What follows belongs to an exercise in optimizing a design on an open flow for small area and a short achievable clock period; a production flow would make more cautious choices.
Where RTL was checked, it was by simulation tests only, not by an equivalence proof against the original.
Power and IR drop assume default switching activity.

==> inputs of job 6088 <==
==> flow/design.v <==
`default_nettype none
module wbps_regs (
   input  wire logic          clock,
   input  wire logic          reset,
   input  wire logic          psel,
   input  wire logic          penable,
   input  wire logic          pwrite,
   input  wire logic [5:0]    paddr,
   input  wire logic [63:0]   pwdata,
   output logic      [63:0]   prdata,
   output logic               pready,
   output logic [127:0]       pattern,
   output logic [15:0]        wildcard_mask,
   output logic [4:0]         pattern_length,
   output logic [63:0]        region_base,
   output logic [5:0]         region_base_hi_ones
);
   localparam int OFFSET_BITS = 32;    
   logic [63:0] pattern_low_ff, pattern_high_ff, region_base_ff;
   logic [15:0] wildcard_mask_ff;
   logic [4:0]  pattern_length_ff;
   logic [63:0] pattern_low_n_ff, pattern_high_n_ff, region_base_n_ff;
   logic [15:0] wildcard_mask_n_ff;
   logic [4:0]  pattern_length_n_ff;
   logic [63:0] wdata_n;
   logic [2:0]  index;
   logic        write_strobe;
   logic [63:0] wdata;
   logic [5:0]  base_hi_ones_ff, base_hi_ones_in;
   assign index = paddr[5:3];
   assign write_strobe = psel && penable && pwrite;
   assign wdata = reset ? 64'd0 : pwdata;
   assign wdata_n = ~wdata;
   assign pattern_low_ff = ~pattern_low_n_ff;
   assign pattern_high_ff = ~pattern_high_n_ff;
   assign region_base_ff = ~region_base_n_ff;
   assign wildcard_mask_ff = ~wildcard_mask_n_ff;
   assign pattern_length_ff = ~pattern_length_n_ff;
   assign pready = 1'b1;
   assign pattern = {pattern_high_ff, pattern_low_ff};
   assign wildcard_mask = wildcard_mask_ff;
   assign pattern_length = pattern_length_ff;
   assign region_base = region_base_ff;
   assign region_base_hi_ones = base_hi_ones_ff;
   always_comb begin
      base_hi_ones_in = 6'(64 - OFFSET_BITS);
      for (int k = 63 - OFFSET_BITS; k >= 0; k--) begin
         if (!wdata[OFFSET_BITS + k]) base_hi_ones_in = 6'(k);
      end
   end
   always_ff @(posedge clock) begin
      if (reset || (write_strobe && index == 3'd0)) pattern_low_n_ff <= wdata_n;
      if (reset || (write_strobe && index == 3'd1)) pattern_high_n_ff <= wdata_n;
      if (reset || (write_strobe && index == 3'd2)) wildcard_mask_n_ff <= wdata_n[15:0];
      if (reset || (write_strobe && index == 3'd3)) pattern_length_n_ff <= wdata_n[4:0];
      if (reset || (write_strobe && index == 3'd4)) begin
         region_base_n_ff <= wdata_n;
         base_hi_ones_ff <= base_hi_ones_in;
      end
   end
   wbps_rdata u_rdata (
      .index          (index),
      .pattern_low    (pattern_low_ff),
      .pattern_high   (pattern_high_ff),
      .wildcard_mask  (wildcard_mask_ff),
      .pattern_length (pattern_length_ff),
      .region_base    (region_base_ff),
      .prdata         (prdata)
   );
endmodule
`default_nettype wire
`default_nettype none
module wbps_rdata (
   input  wire logic [2:0]    index,
   input  wire logic [63:0]   pattern_low,
   input  wire logic [63:0]   pattern_high,
   input  wire logic [15:0]   wildcard_mask,
   input  wire logic [4:0]    pattern_length,
   input  wire logic [63:0]   region_base,
   output logic      [63:0]   prdata
);
   logic [63:0] pair0, pair1, low4, high4;
   assign pair0 = index[0] ? pattern_high : pattern_low;
   assign pair1 = index[0] ? {59'd0, pattern_length} : {48'd0, wildcard_mask};
   assign low4 = index[1] ? pair1 : pair0;
   assign high4 = (index[1] || index[0]) ? 64'd0 : region_base;
   assign prdata = index[2] ? high4 : low4;
endmodule
`default_nettype wire
`default_nettype none
module wbps_match (
   input  wire logic [7:0]   data,
   input  wire logic [127:0] pattern,
   input  wire logic [15:0]  wildcard_mask,
   output logic [15:0]       match
);
   always_comb begin
      for (int i = 0; i < 16; i++) begin
         match[i] = wildcard_mask[i] || (data == pattern[8 * i +: 8]);
      end
   end
endmodule
`default_nettype wire
`default_nettype none
module wbps_core (
   input  wire logic          clock,
   input  wire logic          reset,
   input  wire logic [127:0]  pattern,
   input  wire logic [15:0]   wildcard_mask,
   input  wire logic [4:0]    pattern_length,
   input  wire logic [63:0]   region_base,
   input  wire logic [5:0]    region_base_hi_ones,
   input  wire logic          req_valid,
   output logic               req_ready,
   input  wire logic [7:0]    req_data_byte,
   input  wire logic          req_last_byte,
   output logic               rsp_valid,
   input  wire logic          rsp_ready,
   output logic               rsp_found,
   output logic [63:0]        rsp_match_address
);
   localparam int OFFSET_BITS = 32;    
   localparam int W = OFFSET_BITS;
   logic        in_valid_ff;
   logic [7:0]  in_byte_ff;
   logic        in_last_ff;
   logic        first_ff;       
   logic        done_ff;        
   logic [4:0]  count_ff;       
   logic [14:0] prefix_ff;
   logic [W:0]  addr_ff;        
   logic        out_valid_ff;
   logic        out_found_ff;
   logic        advance, step;
   logic [4:0]  length;
   logic [16:0] length_sel;
   logic [15:0] match;
   logic [15:0] prefix;
   logic        done;
   logic        hit;
   logic [4:0]  count_next;
   logic        full;
   logic [W-1:0] stop_offset;
   logic [W-1:0] stop_carry_in;
   logic [W-1:0] stop_carry_out;
   logic        stop;
   logic        inc;
   logic [W:0]  addr_cur;
   logic [W:0]  addr_ones;
   logic [63-W:0] base_ones;
   assign advance = !out_valid_ff || rsp_ready;
   assign step = in_valid_ff && advance;
   assign req_ready = !in_valid_ff || advance;
   assign length = (pattern_length > 5'd16) ? 5'd16 : pattern_length;
   always_comb begin
      for (int l = 0; l <= 16; l++) begin
         length_sel[l] = (length == 5'(l));
      end
   end
   wbps_match u_match (
      .data          (in_byte_ff),
      .pattern       (pattern),
      .wildcard_mask (wildcard_mask),
      .match         (match)
   );
   always_comb begin
      prefix[0] = match[0];
      for (int i = 1; i < 16; i++) begin
         prefix[i] = match[i] && prefix_ff[i - 1] && !first_ff;
      end
   end
   assign done = done_ff && !first_ff;
   assign hit = |(length_sel[16:1] & prefix) && !done;
   assign count_next = first_ff ? 5'd1 : (count_ff[4] ? count_ff : count_ff + 5'd1);
   assign full = (count_next >= length);
   assign stop_offset = {{(W-5){1'b1}}, ~length};
   assign stop_carry_in = region_base[W-1:0] ^ stop_offset ^ addr_ff[W-1:0];
   assign stop_carry_out = (region_base[W-1:0] & stop_offset)
      | ((region_base[W-1:0] | stop_offset) & ~addr_ff[W-1:0]);
   assign stop = !first_ff && (stop_carry_in == {stop_carry_out[W-2:0], 1'b0});
   assign inc = full && !hit && !stop;
   assign addr_cur = first_ff ? {1'b0, region_base[W-1:0]} : addr_ff;
   always_comb begin
      addr_ones[0] = 1'b1;
      for (int k = 1; k <= W; k++) begin
         addr_ones[k] = addr_ones[k - 1] && addr_cur[k - 1];
      end
      for (int k = 0; k < 64 - W; k++) begin
         base_ones[k] = (region_base_hi_ones >= 6'(k));
      end
   end
   always_ff @(posedge clock) begin
      if (reset) begin
         in_valid_ff <= 1'b0;
         first_ff <= 1'b1;
         out_valid_ff <= 1'b0;
      end else begin
         if (req_ready) in_valid_ff <= req_valid;
         if (step) first_ff <= in_last_ff;
         if (advance) out_valid_ff <= step && (hit || (in_last_ff && !done));
      end
   end
   always_ff @(posedge clock) begin
      if (req_ready) begin
         in_byte_ff <= req_data_byte;
         in_last_ff <= req_last_byte;
      end
      if (step) begin
         done_ff <= done || hit;
         count_ff <= count_next;
         prefix_ff <= prefix[14:0];
         addr_ff <= addr_cur ^ (addr_ones & {(W+1){inc}});
         out_found_ff <= hit;
      end
   end
   assign rsp_valid = out_valid_ff;
   assign rsp_found = out_found_ff;
   assign rsp_match_address = out_found_ff
      ? {region_base[63:W] ^ (base_ones & {(64-W){addr_ff[W]}}), addr_ff[W-1:0]} : 64'd0;
endmodule
`default_nettype wire
`default_nettype none
module wildcard_byte_pattern_search (
   input  wire logic          clock,
   input  wire logic          reset,
   input  wire logic          req_valid,
   output logic               req_ready,
   input  wire logic [7:0]    req_data_byte,
   input  wire logic          req_last_byte,
   output logic               rsp_valid,
   input  wire logic          rsp_ready,
   output logic               rsp_found,
   output logic [63:0]        rsp_match_address,
   input  wire logic          psel,
   input  wire logic          penable,
   input  wire logic          pwrite,
   input  wire logic [5:0]    paddr,
   input  wire logic [63:0]   pwdata,
   output logic      [63:0]   prdata,
   output logic               pready
);
   logic [127:0] pattern;
   logic [15:0]  wildcard_mask;
   logic [4:0]   pattern_length;
   logic [63:0]  region_base;
   logic [5:0]   region_base_hi_ones;
   wbps_regs u_regs (
      .clock          (clock),
      .reset          (reset),
      .psel           (psel),
      .penable        (penable),
      .pwrite         (pwrite),
      .paddr          (paddr),
      .pwdata         (pwdata),
      .prdata         (prdata),
      .pready         (pready),
      .pattern        (pattern),
      .wildcard_mask  (wildcard_mask),
      .pattern_length (pattern_length),
      .region_base    (region_base),
      .region_base_hi_ones (region_base_hi_ones)
   );
   wbps_core u_core (
      .clock             (clock),
      .reset             (reset),
      .pattern           (pattern),
      .wildcard_mask     (wildcard_mask),
      .pattern_length    (pattern_length),
      .region_base       (region_base),
      .region_base_hi_ones (region_base_hi_ones),
      .req_valid         (req_valid),
      .req_ready         (req_ready),
      .req_data_byte     (req_data_byte),
      .req_last_byte     (req_last_byte),
      .rsp_valid         (rsp_valid),
      .rsp_ready         (rsp_ready),
      .rsp_found         (rsp_found),
      .rsp_match_address (rsp_match_address)
   );
endmodule
`default_nettype wire
==> flow/flow/run.sh <==
#!/bin/bash
# The standard layout (standard.sh), with two placement and clock-tree choices:
# the port buffers that placement inserts are sky130_fd_sc_hd__buf_1, and the
# clock tree is built without dummy loads. make's output goes to standard.log;
# each ORFS step keeps its own log under orfs/logs.
set -euo pipefail
export BUFFER_PORTS_ARGS="-buffer_cell sky130_fd_sc_hd__buf_1"
export CTS_ARGS="-sink_clustering_enable -repair_clock_nets -sink_clustering_size 20 -sink_clustering_max_diameter 50 -buf_list sky130_fd_sc_hd__clkbuf_8 -dont_use_dummy_load"
bash standard.sh > standard.log 2>&1
==> flow/standard.sh <==
#!/bin/bash
# synth_recipe.tcl (not shown) runs the flow's synth.tcl, then flattens the netlist and writes it again
# the make line also repeats each setting of config.mk as NAME=value (left out here)
make -C /OpenROAD-flow-scripts/flow DESIGN_CONFIG=/design/flow/config.mk WORK_HOME=/design/flow/orfs CLKGATE_MAP_FILE= SYNTH_SCRIPT=/design/flow/synth_recipe.tcl "${@:-finish}"
==> flow/config.mk <==
export PLATFORM = sky130hd
export DESIGN_NAME = wildcard_byte_pattern_search
export DESIGN_NICKNAME = wildcard_byte_pattern_search
export VERILOG_FILES = /design/flow/design.v
export SDC_FILE = /design/flow/constraint.sdc
export NUM_CORES = 4
export LEC_CHECK = 0
export CAP_MARGIN = 20
export CORE_MARGIN = 2
export CORE_UTILIZATION = 40
export CTS_BUF_LIST = sky130_fd_sc_hd__clkbuf_8
export CTS_CLUSTER_DIAMETER = 50
export CTS_CLUSTER_SIZE = 20
export PLACE_DENSITY = 0.6
export SETUP_SLACK_MARGIN = 3.4
export SLEW_MARGIN = 20
export TNS_END_PERCENT = 10
==> flow/constraint.sdc <==
create_clock -name core_clock -period 7.2 [get_ports {clock}]
set_input_delay 1.4400 -clock core_clock [delete_from_list [all_inputs] [get_ports {clock}]]
set_output_delay 1.4400 -clock core_clock [all_outputs]
set_load 0.01 [all_outputs]
==> inputs of job 9739, as changes to job 6088 <==
--- a/flow/flow/run.sh
+++ b/flow/flow/run.sh
@@ -7,3 +7,3 @@
 export BUFFER_PORTS_ARGS="-buffer_cell sky130_fd_sc_hd__buf_1"
-export CTS_ARGS="-sink_clustering_enable -repair_clock_nets -sink_clustering_size 20 -sink_clustering_max_diameter 50 -buf_list sky130_fd_sc_hd__clkbuf_8 -dont_use_dummy_load"
+export CTS_ARGS="-sink_clustering_enable -repair_clock_nets -sink_clustering_size 30 -sink_clustering_max_diameter 80 -buf_list sky130_fd_sc_hd__clkbuf_16 -dont_use_dummy_load"
 bash standard.sh > standard.log 2>&1
--- a/flow/config.mk
+++ b/flow/config.mk
@@ -10,8 +10,8 @@
 export CORE_UTILIZATION = 40
-export CTS_BUF_LIST = sky130_fd_sc_hd__clkbuf_8
-export CTS_CLUSTER_DIAMETER = 50
-export CTS_CLUSTER_SIZE = 20
-export PLACE_DENSITY = 0.6
-export SETUP_SLACK_MARGIN = 3.4
+export CTS_BUF_LIST = sky130_fd_sc_hd__clkbuf_16
+export CTS_CLUSTER_DIAMETER = 80
+export CTS_CLUSTER_SIZE = 30
+export PLACE_DENSITY = 0.75
+export SETUP_SLACK_MARGIN = 3.2
 export SLEW_MARGIN = 20
-export TNS_END_PERCENT = 10
+export TNS_END_PERCENT = 20
==> inputs of job 2134, as changes to job 6088 <==
--- a/flow/config.mk
+++ b/flow/config.mk
@@ -9,3 +9,3 @@
 export CORE_MARGIN = 2
-export CORE_UTILIZATION = 40
+export CORE_UTILIZATION = 55
 export CTS_BUF_LIST = sky130_fd_sc_hd__clkbuf_8
@@ -13,5 +13,4 @@
 export CTS_CLUSTER_SIZE = 20
-export PLACE_DENSITY = 0.6
-export SETUP_SLACK_MARGIN = 3.4
+export PLACE_DENSITY = 0.7
+export SETUP_SLACK_MARGIN = 3.0
 export SLEW_MARGIN = 20
-export TNS_END_PERCENT = 10
==> inputs of job 2751, as changes to job 6088 <==
--- a/flow/design.v
+++ b/flow/design.v
@@ -21,6 +21,2 @@
    logic [4:0]  pattern_length_ff;
-   logic [63:0] pattern_low_n_ff, pattern_high_n_ff, region_base_n_ff;
-   logic [15:0] wildcard_mask_n_ff;
-   logic [4:0]  pattern_length_n_ff;
-   logic [63:0] wdata_n;
    logic [2:0]  index;
@@ -32,8 +28,2 @@
    assign wdata = reset ? 64'd0 : pwdata;
-   assign wdata_n = ~wdata;
-   assign pattern_low_ff = ~pattern_low_n_ff;
-   assign pattern_high_ff = ~pattern_high_n_ff;
-   assign region_base_ff = ~region_base_n_ff;
-   assign wildcard_mask_ff = ~wildcard_mask_n_ff;
-   assign pattern_length_ff = ~pattern_length_n_ff;
    assign pready = 1'b1;
@@ -51,8 +41,8 @@
    always_ff @(posedge clock) begin
-      if (reset || (write_strobe && index == 3'd0)) pattern_low_n_ff <= wdata_n;
-      if (reset || (write_strobe && index == 3'd1)) pattern_high_n_ff <= wdata_n;
-      if (reset || (write_strobe && index == 3'd2)) wildcard_mask_n_ff <= wdata_n[15:0];
-      if (reset || (write_strobe && index == 3'd3)) pattern_length_n_ff <= wdata_n[4:0];
+      if (reset || (write_strobe && index == 3'd0)) pattern_low_ff <= wdata;
+      if (reset || (write_strobe && index == 3'd1)) pattern_high_ff <= wdata;
+      if (reset || (write_strobe && index == 3'd2)) wildcard_mask_ff <= wdata[15:0];
+      if (reset || (write_strobe && index == 3'd3)) pattern_length_ff <= wdata[4:0];
       if (reset || (write_strobe && index == 3'd4)) begin
-         region_base_n_ff <= wdata_n;
+         region_base_ff <= wdata;
          base_hi_ones_ff <= base_hi_ones_in;
@@ -60,29 +50,12 @@
    end
-   wbps_rdata u_rdata (
-      .index          (index),
-      .pattern_low    (pattern_low_ff),
-      .pattern_high   (pattern_high_ff),
-      .wildcard_mask  (wildcard_mask_ff),
-      .pattern_length (pattern_length_ff),
-      .region_base    (region_base_ff),
-      .prdata         (prdata)
-   );
-endmodule
-`default_nettype wire
-`default_nettype none
-module wbps_rdata (
-   input  wire logic [2:0]    index,
-   input  wire logic [63:0]   pattern_low,
-   input  wire logic [63:0]   pattern_high,
-   input  wire logic [15:0]   wildcard_mask,
-   input  wire logic [4:0]    pattern_length,
-   input  wire logic [63:0]   region_base,
-   output logic      [63:0]   prdata
-);
-   logic [63:0] pair0, pair1, low4, high4;
-   assign pair0 = index[0] ? pattern_high : pattern_low;
-   assign pair1 = index[0] ? {59'd0, pattern_length} : {48'd0, wildcard_mask};
-   assign low4 = index[1] ? pair1 : pair0;
-   assign high4 = (index[1] || index[0]) ? 64'd0 : region_base;
-   assign prdata = index[2] ? high4 : low4;
+   always_comb begin
+      case (index)
+         3'd0:    prdata = pattern_low_ff;
+         3'd1:    prdata = pattern_high_ff;
+         3'd2:    prdata = {48'd0, wildcard_mask_ff};
+         3'd3:    prdata = {59'd0, pattern_length_ff};
+         3'd4:    prdata = region_base_ff;
+         default: prdata = '0;
+      endcase
+   end
 endmodule
@@ -124,3 +97,3 @@
    logic        in_valid_ff;
-   logic [7:0]  in_byte_ff;
+   logic [15:0] in_match_ff;
    logic        in_last_ff;
@@ -160,3 +133,3 @@
    wbps_match u_match (
-      .data          (in_byte_ff),
+      .data          (req_data_byte),
       .pattern       (pattern),
@@ -166,5 +139,5 @@
    always_comb begin
-      prefix[0] = match[0];
+      prefix[0] = in_match_ff[0];
       for (int i = 1; i < 16; i++) begin
-         prefix[i] = match[i] && prefix_ff[i - 1] && !first_ff;
+         prefix[i] = in_match_ff[i] && prefix_ff[i - 1] && !first_ff;
       end
@@ -204,3 +177,3 @@
       if (req_ready) begin
-         in_byte_ff <= req_data_byte;
+         in_match_ff <= match;
          in_last_ff <= req_last_byte;
==> flow/flow/run.sh (replaced) <==
#!/bin/bash
# The standard layout, with the port buffers that placement inserts made
# sky130_fd_sc_hd__buf_1 instead of the resizer's default choice.
set -euo pipefail
export BUFFER_PORTS_ARGS="-buffer_cell sky130_fd_sc_hd__buf_1"
bash standard.sh > standard.log 2>&1
--- a/flow/config.mk
+++ b/flow/config.mk
@@ -10,5 +10,2 @@
 export CORE_UTILIZATION = 40
-export CTS_BUF_LIST = sky130_fd_sc_hd__clkbuf_8
-export CTS_CLUSTER_DIAMETER = 50
-export CTS_CLUSTER_SIZE = 20
 export PLACE_DENSITY = 0.6
@@ -16,2 +13 @@
 export SLEW_MARGIN = 20
-export TNS_END_PERCENT = 10
==> comparison table <==
| item | job 6088 | job 2134 | job 9739 | job 2751 |
|---|---|---|---|---|
| Outcome | finished clean | finished clean | finished clean | finished clean |
| Hold Crit Endpoint | u_core.out_valid_ff$_SDFFE_PP0N_ | u_core.first_ff$_SDFFE_PP1P_ | u_core.out_valid_ff$_SDFFE_PP0N_ | u_core.prefix_ff[0]$_DFFE_PP_ |
| Met3 routed WL | 3.38 mm | 3.72 mm | 3.74 mm | 3.47 mm |
| Number of vias after detailed routing | 12200 | 12300 | 12400 | 13100 |
| Minimum setup slack after placement | 2.17 ns | 2.25 ns | 2.14 ns | 2.17 ns |
| Tap cells | 525 | 390 | 525 | 539 |
| Part of the cycle the worst path needs | 55.5% | 57.8% | 55.8% | 55.1% |
| Worst setup path endpoint | prdata[16] | prdata[45] | prdata[13] | prdata[34] |
| Highest clock rate | 0.250 GHz | 0.240 GHz | 0.249 GHz | 0.252 GHz |
| Final cell count without fillers | 2234 | 2063 | 2188 | 2347 |
| Fraction of area in multi-input gates | 39.4% | 39.8% | 39.6% | 39.5% |
| Share of the synthesized area in the top cell type | 52.1% | 52.1% | 52.1% | 51.5% |
| Compound-Gate Fraction of Synth Area | 8.32% | 8.32% | 8.32% | 8.29% |
| Met3 Resource Use GR | 3.42% | 3.88% | 2.60% | 3.41% |
| Per-cell via count in the routed design | 5.47 | 5.95 | 5.67 | 5.58 |
| Net total in the final layout | 1834 | 1797 | 1789 | 1907 |
| Net Count, Synth | 1597 | 1597 | 1597 | 1671 |
| Synthesized-area fraction occupied by adder cells | 3.14% | 3.14% | 3.14% | 3.03% |
| Least setup slack across all paths after layout | 3.21 ns | 3.04 ns | 3.18 ns | 3.23 ns |
| Via count of the first global-routing pass | 12200 | 11700 | 12100 | 12800 |
| Global-route wire length before repair | 74.1 mm | 67.3 mm | 72.0 mm | 78.8 mm |
| Number of H-tree levels | 1 | 1 | 1 | 2 |
| Internal power of the cells | 2690 µW | 2630 µW | 2680 µW | 3450 µW |
| Final clock-cell share | 2.14% | 2.28% | 2.16% | 5.28% |
| Area Overhead vs Synth | 18.4% | 11.1% | 13.4% | 25.1% |
| Simple-gate portion of the synthesized area | 15.3% | 15.3% | 15.3% | 16.6% |
| DR top layer | met5 | met4 | met5 | met5 |
For job 2751, only the layout was checked, not whether the RTL still works.

-- static timing again, ports no longer ideal --
Ports are ideal in the flow. The routed layouts listed here were re-timed in OpenROAD. Step 1 (the two cells are an assumption about what drives the block):
set clk [get_ports {clock}]
set_driving_cell -lib_cell sky130_fd_sc_hd__clkbuf_16 $clk
set_driving_cell -lib_cell sky130_fd_sc_hd__buf_2 [delete_from_list [all_inputs] $clk]
Step 2 moves the port delays by t, midway between the first and last clock arrival at a register: inputs arrive t later, outputs are due t later. That takes back most of the time a late clock gives input paths. Slacks: no drivers / after step 1 / after step 2; pairs: no drivers / after step 1.
| run | t (ns) | slack for setup (ns) | clock arrival spread, ns | slew at the worst register clock pin (ns) |
|---|---|---|---|---|
| job 6088 | 0.636 | 3.206 / 3.057 / 3.057 | 0.102 / 0.102 | 0.11 / 0.11 |
| job 9739 | 0.551 | 3.183 / 2.950 / 2.950 | 0.057 / 0.058 | 0.12 / 0.12 |
| job 2134 | 0.634 | 3.036 / 2.975 / 2.975 | 0.044 / 0.044 | 0.11 / 0.11 |
| job 2751 | 0.575 | 3.233 / 3.042 / 3.042 | 0.025 / 0.025 | 0.06 / 0.06 |
After both steps every run listed still meets setup and hold. The setup slack of job 9739, which loses most, moves by -0.233 ns with the drivers and by -0.233 ns with both steps.
